Source: an optimization exercise on an open RTL-to-GDS flow (aim: small area). Production flows keep margins and buffers that such runs may drop.
Function was checked by simulation only, so behaviour that the tests miss may differ from the original.
Power and IR drop assume default switching activity.

==> flow/design.v <==
`timescale 1ns/100ps
module riscv_cpu (
    input  logic        clk,
    input  logic        reset,
    input  logic [31:0] instr,
    output logic [31:0] pc,
    input  logic [31:0] read_data,
    output logic        dmem_rd_en,
    output logic        dmem_wr_en,
    output logic [31:0] dmem_addr,
    output logic [31:0] dmem_wr_data,
    input  logic        cache_stall
);
    localparam logic [2:0] S_EX = 3'd0, S_LD = 3'd1, S_ST = 3'd2, S_WT = 3'd3, S_PC = 3'd4;
    logic [2:0]  state;
    logic [3:0]  ph;
    logic [13:1] pcr;
    logic        pcs;
    logic        pcd;
    logic [31:0] ar;
    logic [31:0] dr;
    logic        carry;
    logic        cinc;
    logic        eqf;
    logic        taken;
    wire last = (ph == 4'd15);
    wire first = (ph == 4'd0);
    wire in_ex = (state == S_EX);
    wire in_pc = (state == S_PC);
    wire [6:0] op = instr[6:0];
    wire [2:0] f3 = instr[14:12];
    wire f3_ok = (f3 == 3'b000) || (f3[2] && f3[1:0] != 2'b01);
    wire is_r  = (op == 7'b0110011) && f3_ok && !instr[31] && (instr[29:25] == 5'd0)
                 && (!instr[30] || f3 == 3'b000);
    wire is_i  = (op == 7'b0010011) && f3_ok;
    wire is_ld = (op == 7'b0000011) && (f3 == 3'b010);
    wire is_st = (op == 7'b0100011) && (f3 == 3'b010);
    wire is_br = (op == 7'b1100011) && (f3[2:1] == 2'b00);
    wire sub   = is_r && instr[30];
    wire is_alu = is_r || is_i;
    wire is_mem = is_ld || is_st;
    logic [31:0] immv;
    always_comb begin
        if (is_br)
            immv = {{20{instr[31]}}, instr[7], instr[30:25], instr[11:8], 1'b0};
        else if (is_st)
            immv = {{21{instr[31]}}, instr[30:25], instr[11:7]};
        else
            immv = {{21{instr[31]}}, instr[30:20]};
    end
    wire [1:0] imm2 = {immv[{ph, 1'b1}], immv[{ph, 1'b0}]};
    wire [4:0] rs1 = instr[19:15];
    wire [4:0] rs2 = instr[24:20];
    wire [4:0] rd  = instr[11:7];
    logic [31:0] head_e;
    logic [31:0] head_o;
    logic        rf_we;
    logic [1:0]  wbits;
    assign head_e[0] = 1'b0;
    assign head_o[0] = 1'b0;
    genvar r;
    generate
        for (r = 1; r < 32; r++) begin : g_rf
            logic [15:0] ce;
            logic [15:0] co;
            wire we = rf_we && (rd == r);
            always_ff @(posedge clk) begin
                ce <= {we ? wbits[0] : ce[0], ce[15:1]};
                co <= {we ? wbits[1] : co[0], co[15:1]};
            end
            assign head_e[r] = ce[0];
            assign head_o[r] = co[0];
        end
    endgenerate
    wire [1:0] a = {head_o[rs1], head_e[rs1]};
    wire [1:0] b = {head_o[rs2], head_e[rs2]};
    wire [31:0] pcv = {{18{pcs}}, pcr, 1'b0};
    wire [1:0]  pc2 = {pcv[{ph, 1'b1}], pcv[{ph, 1'b0}]};
    wire [1:0] x = in_pc ? pc2 : a;
    wire [1:0] y = in_pc ? imm2 : is_r ? (sub ? ~b : b) : imm2;
    wire       c0 = first ? (in_ex && sub) : carry;
    wire       c1 = (x[0] & y[0]) | (x[0] & c0) | (y[0] & c0);
    wire       c2 = (x[1] & y[1]) | (x[1] & c1) | (y[1] & c1);
    wire [1:0] sum = {x[1] ^ y[1] ^ c1, x[0] ^ y[0] ^ c0};
    wire       i0 = (ph == 4'd1) | (!first && cinc);
    wire       i1 = pc2[0] & i0;
    wire [1:0] inc = {pc2[1] ^ i1, pc2[0] ^ i0};
    wire [1:0] bo = is_r ? b : imm2;
    logic [1:0] alu;
    always_comb begin
        case (f3)
            3'b100:  alu = a ^ bo;
            3'b110:  alu = a | bo;
            3'b111:  alu = a & bo;
            default: alu = sum;
        endcase
    end
    wire       eq_now = (first || eqf) && (a == b);
    wire       br_take = eq_now != instr[12];
    wire [1:0] din = (in_ex && is_st) ? b : (in_pc && taken) ? sum : inc;
    assign rf_we = (in_ex && is_alu) || (in_pc && is_ld);
    assign wbits = in_ex ? alu : dr[1:0];
    wire dr_shift = in_ex || in_pc;
    wire dr_load = (state == S_LD) && !cache_stall;
    wire ar_shift = in_ex;
    wire [31:0] dr_next = {din, dr[31:2]};
    wire pc_load = last && (in_pc || (in_ex && !is_mem && !(is_br && br_take)));
    always_ff @(posedge clk) begin
        carry <= c2;
        cinc  <= i1 & pc2[1];
        eqf   <= eq_now;
        if (in_ex && last) taken <= is_br && br_take;
        if (dr_load) dr <= read_data;
        else if (dr_shift) dr <= dr_next;
        if (ar_shift) ar <= {sum, ar[31:2]};
    end
    always_ff @(posedge clk) begin
        if (reset) begin
            state <= S_EX;
            ph    <= 4'd0;
            pcr   <= 13'd0;
            pcs   <= 1'b0;
            pcd   <= 1'b0;
        end else begin
            ph <= ph + 4'd1;
            if (pc_load) begin
                pcr <= dr_next[13:1];
                pcs <= dr_next[31];
                pcd <= pcd || (!dr_next[31] && dr_next[13:10] != 4'd0);
            end
            case (state)
                S_EX: if (last) begin
                    if (is_ld) state <= S_LD;
                    else if (is_st) state <= S_ST;
                    else if (is_br && br_take) state <= S_PC;
                end
                S_LD, S_ST: if (!cache_stall) state <= last ? S_PC : S_WT;
                S_WT: if (last) state <= S_PC;
                default: if (last) state <= S_EX;
            endcase
        end
    end
    assign pc           = {pcs | pcd, pcv[30:0]};
    assign dmem_rd_en   = (state == S_LD);
    assign dmem_wr_en   = (state == S_ST);
    assign dmem_addr    = ar;
    assign dmem_wr_data = dr;
endmodule
Settings: LEC_CHECK=0, CAP_MARGIN=20, CORE_MARGIN=2, CORE_UTILIZATION=60, PLACE_DENSITY=0.75, SLEW_MARGIN=20; clock period 10.0 ns.
standard.sh (not shown) runs the stock make flow with config.mk's settings and CLKGATE_MAP_FILE= SYNTH_SCRIPT=/design/flow/synth_recipe.tcl, a recipe that flattens the netlist after the stock synthesis.
==> flow/flow/run.sh <==
#!/bin/bash
# Standard layout, with the smallest buffer on each port and a clock tree of
# small buffers without dummy loads.
set -euo pipefail
bash standard.sh \
  BUFFER_PORTS_ARGS="-buffer_cell sky130_fd_sc_hd__buf_1" \
  CTS_ARGS="-sink_clustering_enable -repair_clock_nets -dont_use_dummy_load -buf_list sky130_fd_sc_hd__clkbuf_8 -sink_clustering_size 20 -sink_clustering_max_diameter 50" \
  finish > standard.log 2>&1
Next try:
--- a/flow/design.v
+++ b/flow/design.v
@@ -9,22 +9,24 @@
     output logic        dmem_wr_en,
     output logic [31:0] dmem_addr,
     output logic [31:0] dmem_wr_data,
     input  logic        cache_stall
 );
-    localparam logic [2:0] S_EX = 3'd0, S_LD = 3'd1, S_ST = 3'd2, S_WT = 3'd3, S_PC = 3'd4;
+    localparam logic [2:0] S_EX = 3'd0, S_LD = 3'd1, S_ST = 3'd2, S_WT = 3'd3, S_PC = 3'd4,
+                           S_IN = 3'd5;
+    localparam logic [15:0] SIGNATURE = 16'hA5C3;
     logic [2:0]  state;
     logic [3:0]  ph;
-    logic [13:1] pcr;
+    logic [15:0] sig;
+    logic [11:1] pcr;
     logic        pcs;
     logic        pcd;
     logic [31:0] ar;
     logic [31:0] dr;
     logic        carry;
     logic        cinc;
     logic        eqf;
-    logic        taken;
     wire last = (ph == 4'd15);
     wire first = (ph == 4'd0);
     wire in_ex = (state == S_EX);
     wire in_pc = (state == S_PC);
     wire [6:0] op = instr[6:0];
@@ -72,11 +74,11 @@
             assign head_o[r] = co[0];
         end
     endgenerate
     wire [1:0] a = {head_o[rs1], head_e[rs1]};
     wire [1:0] b = {head_o[rs2], head_e[rs2]};
-    wire [31:0] pcv = {{18{pcs}}, pcr, 1'b0};
+    wire [31:0] pcv = {{20{pcs}}, pcr, 1'b0};
     wire [1:0]  pc2 = {pcv[{ph, 1'b1}], pcv[{ph, 1'b0}]};
     wire [1:0] x = in_pc ? pc2 : a;
     wire [1:0] y = in_pc ? imm2 : is_r ? (sub ? ~b : b) : imm2;
     wire       c0 = first ? (in_ex && sub) : carry;
     wire       c1 = (x[0] & y[0]) | (x[0] & c0) | (y[0] & c0);
@@ -95,11 +97,11 @@
             default: alu = sum;
         endcase
     end
     wire       eq_now = (first || eqf) && (a == b);
     wire       br_take = eq_now != instr[12];
-    wire [1:0] din = (in_ex && is_st) ? b : (in_pc && taken) ? sum : inc;
+    wire [1:0] din = (in_ex && is_st) ? b : (in_pc && is_br) ? sum : inc;
     assign rf_we = (in_ex && is_alu) || (in_pc && is_ld);
     assign wbits = in_ex ? alu : dr[1:0];
     wire dr_shift = in_ex || in_pc;
     wire dr_load = (state == S_LD) && !cache_stall;
     wire ar_shift = in_ex;
@@ -107,37 +109,36 @@
     wire pc_load = last && (in_pc || (in_ex && !is_mem && !(is_br && br_take)));
     always_ff @(posedge clk) begin
         carry <= c2;
         cinc  <= i1 & pc2[1];
         eqf   <= eq_now;
-        if (in_ex && last) taken <= is_br && br_take;
         if (dr_load) dr <= read_data;
         else if (dr_shift) dr <= dr_next;
         if (ar_shift) ar <= {sum, ar[31:2]};
     end
     always_ff @(posedge clk) begin
+        ph <= (reset && sig != SIGNATURE) ? 4'd0 : ph + 4'd1;
+        sig <= (sig | ({16{reset}} & SIGNATURE)) & ~({16{reset}} & ~SIGNATURE);
         if (reset) begin
-            state <= S_EX;
-            ph    <= 4'd0;
-            pcr   <= 13'd0;
+            state <= S_IN;
+            pcr   <= 11'd0;
             pcs   <= 1'b0;
             pcd   <= 1'b0;
         end else begin
-            ph <= ph + 4'd1;
             if (pc_load) begin
-                pcr <= dr_next[13:1];
+                pcr <= dr_next[11:1];
                 pcs <= dr_next[31];
                 pcd <= pcd || (!dr_next[31] && dr_next[13:10] != 4'd0);
             end
             case (state)
                 S_EX: if (last) begin
                     if (is_ld) state <= S_LD;
                     else if (is_st) state <= S_ST;
                     else if (is_br && br_take) state <= S_PC;
                 end
                 S_LD, S_ST: if (!cache_stall) state <= last ? S_PC : S_WT;
-                S_WT: if (last) state <= S_PC;
+                S_WT, S_IN: if (last) state <= (state == S_WT) ? S_PC : S_EX;
                 default: if (last) state <= S_EX;
             endcase
         end
     end
     assign pc           = {pcs | pcd, pcv[30:0]};
Result: Clock power stays flat; wire length came out higher by about 0.7%; non-clock buffer count is unchanged; clock-buffer cell count stays the same; die area rose by 2.0%; flip-flop and latch count came out higher by 13; power climbs by 3.6%; final area goes up by 1.6%; core utilization came out lower by 0.52 points; combinational power is higher by 77%.

[re-timing with driven ports]
The results above use ideal ports. As a check the final layouts listed here were re-extracted and re-timed, cells and wires unchanged.
Step 1 assumes that a clkbuf_16 drives the clock port and a buf_2 every other input.
Step 2 times the ports against the registers' clock, not the clock port: input delays grow and output delays shrink by t, the midpoint of the rising clock arrivals with the driver on.
a / b / c = no drivers / after step 1 / after step 2; a / b = the first two.
| run | t, ns | slack for setup (ns) | worst setup path at the end |
|---|---|---|---|
| the first run | 0.659 | 4.052 / 4.086 / 3.426 | input to register |
| the second run | 0.660 | 3.315 / 3.335 / 2.675 | input to register |
After both steps setup and hold are still met in every run listed. The setup slack of the second run, which loses most, moves by +0.020 ns with the drivers and by -0.640 ns with both steps.
